Source: an optimization exercise on an open RTL-to-GDS flow (aim: small area). Production flows keep margins and buffers that such runs may drop. No functional check of the RTL was part of this run. Power and IR drop assume default switching activity.

$ cat design/flow/run.sh
#!/bin/bash
# synth_recipe.tcl (not shown) runs the flow's synth.tcl, then flattens the netlist and writes it again
# the make line also repeats each setting of config.mk as NAME=value (left out here)
make -C /OpenROAD-flow-scripts/flow DESIGN_CONFIG=/design/flow/config.mk WORK_HOME=/design/flow/orfs CLKGATE_MAP_FILE= SYNTH_SCRIPT=/design/flow/synth_recipe.tcl finish
$ cat design/flow/config.mk
export PLATFORM = sky130hd
export DESIGN_NAME = pixel_window
export DESIGN_NICKNAME = pixel_window
export VERILOG_FILES = /design/flow/design.v
export SDC_FILE = /design/flow/constraint.sdc
export NUM_CORES = 4
export LEC_CHECK = 0
export CAP_MARGIN = 20
export CORE_MARGIN = 2
export CORE_UTILIZATION = 40
export SLEW_MARGIN = 20
$ cat design/flow/constraint.sdc
create_clock -name core_clock -period 5.0 [get_ports {clk}]
set_input_delay 1.0000 -clock core_clock [delete_from_list [all_inputs] [get_ports {clk}]]
set_output_delay 1.0000 -clock core_clock [all_outputs]
set_load 0.01 [all_outputs]
$ cat design/flow/design.v
`default_nettype none
package pw_data_pkg;
   typedef logic [8-1:0] pixel_t;
   typedef logic [4*8-1:0] pixel_group_u;
   typedef logic [3*3*8-1:0] feature_t;
endpackage
`default_nettype wire
`default_nettype none
package pw_ctrl_pkg;
   typedef logic [3-1:0] group_idx_t;
   typedef logic [3:0] group_count_t;
   typedef logic [$clog2(4)-1:0] bank_slot_t;
   typedef logic [1:0] col_count_t;
endpackage
`default_nettype wire
`timescale 1ns/1ps
`default_nettype none
module window_loader (
   input  logic                      clk,
   input  logic                      rst_n,
   input  logic                      frame_start,
   input  pw_ctrl_pkg::group_count_t num_groups,
   input  logic                      col_valid,
   input  logic                      rd_en,
   output logic [4-1:0]      wr_en,
   output pw_ctrl_pkg::group_idx_t   wr_group,
   output logic                      rd_fire,
   output pw_ctrl_pkg::bank_slot_t   oldest_slot,
   output logic                      window_ready
);
   localparam pw_ctrl_pkg::col_count_t full_cols = pw_ctrl_pkg::col_count_t'(3);
   pw_ctrl_pkg::group_idx_t group_cnt;
   pw_ctrl_pkg::bank_slot_t write_slot;
   pw_ctrl_pkg::col_count_t loaded_cnt;
   logic       col_last;
   logic       load;
   assign col_last = col_valid &&
                     (pw_ctrl_pkg::group_count_t'(group_cnt) == num_groups - pw_ctrl_pkg::group_count_t'(1));
   assign load = col_valid && !frame_start;
   always_ff @(posedge clk or negedge rst_n) begin
      if (!rst_n) begin
         group_cnt  <= '0;
         write_slot <= '0;
         loaded_cnt <= '0;
      end else if (frame_start) begin
         group_cnt  <= '0;
         write_slot <= '0;
         loaded_cnt <= '0;
      end else if (col_valid) begin
         if (col_last) begin
            group_cnt  <= '0;
            write_slot <= write_slot + pw_ctrl_pkg::bank_slot_t'(1);
            if (loaded_cnt != full_cols) begin
               loaded_cnt <= loaded_cnt + pw_ctrl_pkg::col_count_t'(1);
            end
         end else begin
            group_cnt <= group_cnt + pw_ctrl_pkg::group_idx_t'(1);
         end
      end
   end
   always_ff @(posedge clk or negedge rst_n) begin
      if (!rst_n) begin
         window_ready <= 1'b0;
      end else if (frame_start) begin
         window_ready <= 1'b0;
      end else if (col_last && loaded_cnt == full_cols - pw_ctrl_pkg::col_count_t'(1)) begin
         window_ready <= 1'b1;
      end
   end
   assign wr_en    = load ? (4'(1) << write_slot) : '0;
   assign wr_group = group_cnt;
   assign oldest_slot = (loaded_cnt == full_cols) ? write_slot + pw_ctrl_pkg::bank_slot_t'(1) : '0;
   assign rd_fire = rd_en && window_ready;
endmodule
`default_nettype wire
`timescale 1ns/1ps
`default_nettype none
module column_bank (
   input  logic                      clk,
   input  logic                      wr_en,
   input  pw_ctrl_pkg::group_idx_t   wr_group,
   input  pw_data_pkg::pixel_group_u wr_data,
   input  logic                      rd_en,
   input  pw_ctrl_pkg::group_idx_t   rd_group,
   output pw_data_pkg::pixel_group_u rd_data
);
   logic [4*8-1:0] mem [8];
   always_ff @(posedge clk) begin
      if (wr_en) begin
         mem[wr_group] <= wr_data;
      end
   end
   always_ff @(posedge clk) begin
      if (rd_en) begin
         rd_data <= mem[rd_group];
      end
   end
endmodule
`default_nettype wire
`timescale 1ns/1ps
`default_nettype none
module column_bank_array (
   input  logic                                              clk,
   input  logic [4-1:0]                              wr_en,
   input  pw_ctrl_pkg::group_idx_t                           wr_group,
   input  pw_data_pkg::pixel_group_u                         data0,
   input  pw_data_pkg::pixel_group_u                         data1,
   input  pw_data_pkg::pixel_group_u                         data2,
   input  logic                                              rd_fire,
   input  pw_ctrl_pkg::group_idx_t                           rd_group,
   output pw_data_pkg::pixel_group_u [3*4-1:0] bank_data
);
   pw_data_pkg::pixel_group_u row_data [3];
   assign row_data[0] = data0;
   assign row_data[1] = data1;
   assign row_data[2] = data2;
   for (genvar r = 0; r < 3; r++) begin : g_row
      for (genvar b = 0; b < 4; b++) begin : g_bank
         column_bank u_bank (
            .clk      (clk),
            .wr_en    (wr_en[b]),
            .wr_group (wr_group),
            .wr_data  (row_data[r]),
            .rd_en    (rd_fire),
            .rd_group (rd_group),
            .rd_data  (bank_data[r*4 + b])
         );
      end
   end
endmodule
`default_nettype wire
`timescale 1ns/1ps
`default_nettype none
module window_assembler (
   input  logic                                              clk,
   input  logic                                              rst_n,
   input  logic                                              frame_start,
   input  logic                                              rd_fire,
   input  pw_ctrl_pkg::bank_slot_t                           oldest_slot,
   input  pw_data_pkg::pixel_group_u [3*4-1:0] bank_data,
   output logic                                              out_valid,
   output pw_data_pkg::feature_t                             feature1,
   output pw_data_pkg::feature_t                             feature2,
   output pw_data_pkg::feature_t                             feature3,
   output pw_data_pkg::feature_t                             feature4
);
   logic       fire_d;
   pw_ctrl_pkg::bank_slot_t slot_d;
   pw_data_pkg::feature_t   feat_next [4];
   pw_data_pkg::feature_t   feat_q    [4];
   always_ff @(posedge clk or negedge rst_n) begin
      if (!rst_n) begin
         fire_d    <= 1'b0;
         out_valid <= 1'b0;
      end else if (frame_start) begin
         fire_d    <= 1'b0;
         out_valid <= 1'b0;
      end else begin
         fire_d    <= rd_fire;
         out_valid <= fire_d;
      end
   end
   always_ff @(posedge clk) begin
      if (rd_fire) begin
         slot_d <= oldest_slot;
      end
   end
   for (genvar c = 0; c < 3; c++) begin : g_col
      pw_ctrl_pkg::bank_slot_t src;
      assign src = slot_d + pw_ctrl_pkg::bank_slot_t'(c);
      for (genvar r = 0; r < 3; r++) begin : g_row
         pw_data_pkg::pixel_group_u word;
         assign word = bank_data[r*4 + src];
         for (genvar k = 0; k < 4; k++) begin : g_lane
            assign feat_next[k][(r*3 + c)*8 +: 8] =
                   word[k*8 +: 8];
         end
      end
   end
   always_ff @(posedge clk) begin
      if (fire_d) begin
         for (int k = 0; k < 4; k++) begin
            feat_q[k] <= feat_next[k];
         end
      end
   end
   assign feature1 = feat_q[0];
   assign feature2 = feat_q[1];
   assign feature3 = feat_q[2];
   assign feature4 = feat_q[3];
endmodule
`default_nettype wire
`timescale 1ns/1ps
`default_nettype none
module pixel_window (
   input  logic                      clk,
   input  logic                      rst_n,
   input  logic                      frame_start,
   input  pw_ctrl_pkg::group_count_t num_groups,
   input  logic                      col_valid,
   input  pw_data_pkg::pixel_group_u data0,
   input  pw_data_pkg::pixel_group_u data1,
   input  pw_data_pkg::pixel_group_u data2,
   input  logic                      rd_en,
   input  pw_ctrl_pkg::group_idx_t   rd_group,
   output logic                      window_ready,
   output logic                      out_valid,
   output pw_data_pkg::feature_t     feature1,
   output pw_data_pkg::feature_t     feature2,
   output pw_data_pkg::feature_t     feature3,
   output pw_data_pkg::feature_t     feature4
);
   logic [4-1:0]                   wr_en;
   pw_ctrl_pkg::group_idx_t                             wr_group;
   logic                                   rd_fire;
   pw_ctrl_pkg::bank_slot_t                             oldest_slot;
   pw_data_pkg::pixel_group_u [3*4-1:0]  bank_data;
   window_loader u_loader (
      .clk          (clk),
      .rst_n        (rst_n),
      .frame_start  (frame_start),
      .num_groups   (num_groups),
      .col_valid    (col_valid),
      .rd_en        (rd_en),
      .wr_en        (wr_en),
      .wr_group     (wr_group),
      .rd_fire      (rd_fire),
      .oldest_slot  (oldest_slot),
      .window_ready (window_ready)
   );
   column_bank_array u_banks (
      .clk       (clk),
      .wr_en     (wr_en),
      .wr_group  (wr_group),
      .data0     (data0),
      .data1     (data1),
      .data2     (data2),
      .rd_fire   (rd_fire),
      .rd_group  (rd_group),
      .bank_data (bank_data)
   );
   window_assembler u_assembler (
      .clk         (clk),
      .rst_n       (rst_n),
      .frame_start (frame_start),
      .rd_fire     (rd_fire),
      .oldest_slot (oldest_slot),
      .bank_data   (bank_data),
      .out_valid   (out_valid),
      .feature1    (feature1),
      .feature2    (feature2),
      .feature3    (feature3),
      .feature4    (feature4)
   );
endmodule
`default_nettype wire
==> run summary <==
power by group:
part / internal [W] / total, W / switching (W) / leakage, nW
clock network: 0.0159 / 0.0280 / 0.0120 / 5.98
logic: 0.000909 / 0.00212 / 0.00121 / 11.2
registers: 0.0347 / 0.0347 / 0.0000280 / 33.8
total: 0.0516 / 0.0648 / 0.0133 / 51.0
registers in the layout, summed over array words and instances, names as in the netlist:
| name | flops |
|---|---|
| u_assembler.feat_q | 288 |
| u_assembler.fire_d | 1 |
| u_assembler.out_valid | 1 |
| u_assembler.slot_d | 2 |
| u_banks.g_row.g_bank.u_bank.mem | 3072 |
| u_banks.g_row.g_bank.u_bank.rd_data | 384 |
| u_loader.group_cnt | 3 |
| u_loader.loaded_cnt | 2 |
| u_loader.window_ready | 1 |
| u_loader.write_slot | 2 |
cell type report:
| class | count | area, sq um | share of cell area (%) |
|---|---|---|---|
| diodes | 10 | 25.0 | 0.0150 |
| clock buffers | 465 | 10100 | 6.03 |
| clock inverters | 249 | 2160 | 1.30 |
| inverters | 7 | 26.3 | 0.0157 |
| multi-input cells | 1532 | 28900 | 17.3 |
| flip-flops and latches | 3756 | 113000 | 67.6 |
| well taps | 4751 | 5940 | 3.56 |
| repair buffers | 622 | 6980 | 4.18 |
synthesized netlist by cell type, drive strengths merged:
| cell | count |
|---|---|
| edfxtp | 3746 |
| mux4 | 1056 |
| mux2 | 387 |
| buf | 171 |
| clkbuf | 111 |
| nor2 | 39 |
| dfrtp | 10 |
| nand2 | 10 |
| ha | 8 |
| inv | 7 |
| nor2b | 5 |
| nand3 | 4 |
| nand3b | 4 |
| xor2 | 4 |
| and2 | 3 |
| nor3 | 2 |
| or3 | 2 |
| a211oi | 1 |
| a21oi | 1 |
| a22o | 1 |
| mux2i | 1 |
| o21a | 1 |
| o22ai | 1 |
| o32ai | 1 |
| or4 | 1 |
worst min path at each step:
stage,slack (ns),to,cells after the start
6_report,0.38,u_loader.write_slot[1],1
2_1_floorplan,0.55,u_loader.write_slot[1],2
5_1_grt,0.38,u_assembler.out_valid,1
3_5_place_dp,0.53,u_loader.window_ready,1
3_3_place_gp,0.55,u_loader.window_ready,1
4_1_cts,0.33,u_loader.write_slot[1],1
metal layers:
| metal | up-vias | part of all wire, % | wire length [microns] |
|---|---|---|---|
| met4 | 28 | 2.2 | 7590 |
| met3 | 459 | 6.5 | 22600 |
| met2 | 2165 | 49 | 171000 |
| li1 | 25800 | - | - |
| met1 | 35200 | 42 | 145000 |
| met5 | - | 0.052 | 179 |
per-stage QoR:
step / std cells / util (%)
2_1_floorplan: 5577 / -
3_3_place_gp: 10700 / 43.5
3_5_place_dp: 10700 / 43.5
4_1_cts: 11400 / 46.9
5_1_grt: 11400 / 46.9
6_report: 11400 / 46.9
cells by family after synthesis:
| family | count (synthesis) | share of synthesized area, % |
|---|---|---|
| compound gates | 6 | 0.0420 |
| xor+xnor | 4 | 0.0245 |
| fa+ha+maj | 8 | 0.0700 |
| buf+inv | 289 | 1.12 |
| flops | 3756 | 78.8 |
| mux | 1444 | 19.7 |
| simple gates | 70 | 0.220 |
cells in the final DEF (no fill, tap or decap), types with 5 or more instances in the layout:
cell,n
buf_12,132
buf_2,73
buf_4,91
buf_8,5
bufinv_16,30
clkbuf_1,74
clkbuf_16,391
clkdlybuf4s50_1,321
clkinv_1,107
clkinv_2,69
clkinv_4,5
clkinvlp_4,9
dfrtp_1,9
diode_2,10
edfxtp_1,3746
ha_1,8
inv_1,7
inv_16,9
inv_6,15
mux2_2,387
mux4_2,1056
nand2_1,10
nor2_1,7
nor2_4,32
nor2b_1,5
==> results.toml <==
[sta]
drv_slew = 0
finalSetupViolCount = 0
fin_skew_ns = 0.0637
slew_headroom_pct = 24.8
setup_tns_ns = 0
fin_crit_sh_pct = 63.0
hold_viol = 0
tightestPinTransition_ns = 1.12
timing.fmax_mhz = 317
holdWs_ns = 0.384
rsz0062_at_grt = "false"
fin_crit_ns = 3.15
setup_ws_ns = 1.85

[global_routing]
grt_use_met1_pct = 26.5
use_met3_pct = 3.50
grtUsageMet2_pct = 30.8
grt_max_degree = 96
grt_pass1_wl_microns = 492000
top_usage_layer = "met2"
grt_pass1_vias = 65500
overflow = 0
grt_use_total_pct = 18.9
antenna_found_initial = 64

[logic_synthesis]
ys_seq_area_share_pct = 78.8
syn_area_sq_um = 143000
synth_seq_cells = 3756
synth_top_area_cell = "edfxtp_1"
yosys-top-cells-area = "edfxtp_1 79%, mux4_2 17%, mux2_2 3.0%"
syn_nets = 5693
avgSynthCellArea_sq_um = 25.6
syn-instance-count = 5577
synth-warning-count = 8
synth.top_cell.area_share_pct = 78.7
ys_types = 28

[clock_tree]
clkLatencyLatePin_ns = 0.95
h-tree-depth = 5
cts_resized = 0
cts.clk_slew.worst_paths_ns = 0.06
clockBufferDepth = 4
root_buffer = "clkbuf_16"
cts_hold_buf = 0
cts.sinks = 3756
cts_buffers = 388
cts_tree = "yes"
post_cts_buffers = 0

[layout]
finalInstanceArea_sq_um = 167000
drive_gt1_share_pct = 34.9
area_growth_pct = 16.7
nFillCells = 28600
nets = 6423

[floorplanning]
rows = 219
initial_utilization_pct = 40.2
die_area_sq_um = 362000
ios = 398
core_sq_um = 356000
die_w_microns = 602
die_h_microns = 602

[setup_path]
r2r-end = "u_banks.g_row[2].g_bank[1].u_bank.mem[2][0]"
critical_path.endpoint = "feature4[6]"
crit_chain = "clkdlybuf4s50_1"
reg2regPathDepth = 4
startpoint = "u_assembler.feat_q[3][6]"
worstReg2RegStart = "u_loader.group_cnt[1]"
cp-end-kind = "output port"
worstSetupPathType = "reg2out"
critPathMaxStageDelay_ns = 0.62
slowest_stage = "clkdlybuf4s50_1"
cpLargestDelayFamily = "buffers and inverters"
cp_max_fo = 1
cp.depth = 1
critPathArrivalTime_ns = 2.15
start_kind = "register"
reg2reg_slack_ns = 2.17
critPathBufInv = 1
required_ns = 4.00

[status]
outcome = "finished clean"

[placed_design]
place_worst_setup_slack_ns = 1.05
dpl-instance-area_sq_um = 155000
port_buffers = 397
dp.final_hpwl_microns = 204000
gp_congestion = 0.749

[drt]
drtAntennaViolNets = 0
wl_per_cell_microns = 30.4
drtIter0Drc = 6415
wl_microns = 346000
firstDrtPassIters = 7
vias = 63700
vias_per_cell = 5.59
drcViolationCount = 0

[power_and_ir_drop]
power_density_nw_per_um2 = 389
p_leak_nw = 51.0
power_w = 0.0648
ir_drop_mv = 0.267

[hold_path]
hold_path_class = "in2async"

[job]
cap_violations = 0

port drivers added, routing unchanged:
The flow's constraints put no driver on any port. The routed layout listed below was extracted and timed again, unchanged, in two steps.
Step 1 (the two cells are an assumption about what drives the block):
set clk [get_ports {clk}]
set_driving_cell -lib_cell sky130_fd_sc_hd__clkbuf_16 $clk
set_driving_cell -lib_cell sky130_fd_sc_hd__buf_2 [delete_from_list [all_inputs] $clk]
Step 2 also shifts input and output timing later by t, the mid clock arrival at the registers, as if the neighbouring blocks saw the same clock.
Three values: ideal ports, drivers, drivers and shift; two values: the first two.
t (ns): 1.026
setup WS [ns]: 1.848 / 1.738 / 1.126
worst hold slack (ns): 0.384 / 0.298 / 0.587
worst slew at a driven data input, ns: 0.31
cell pins on the clock port's net: 1
After both steps this run still meets setup and hold. The setup slack of this run moves by -0.110 ns with the drivers and by -0.722 ns with both steps.
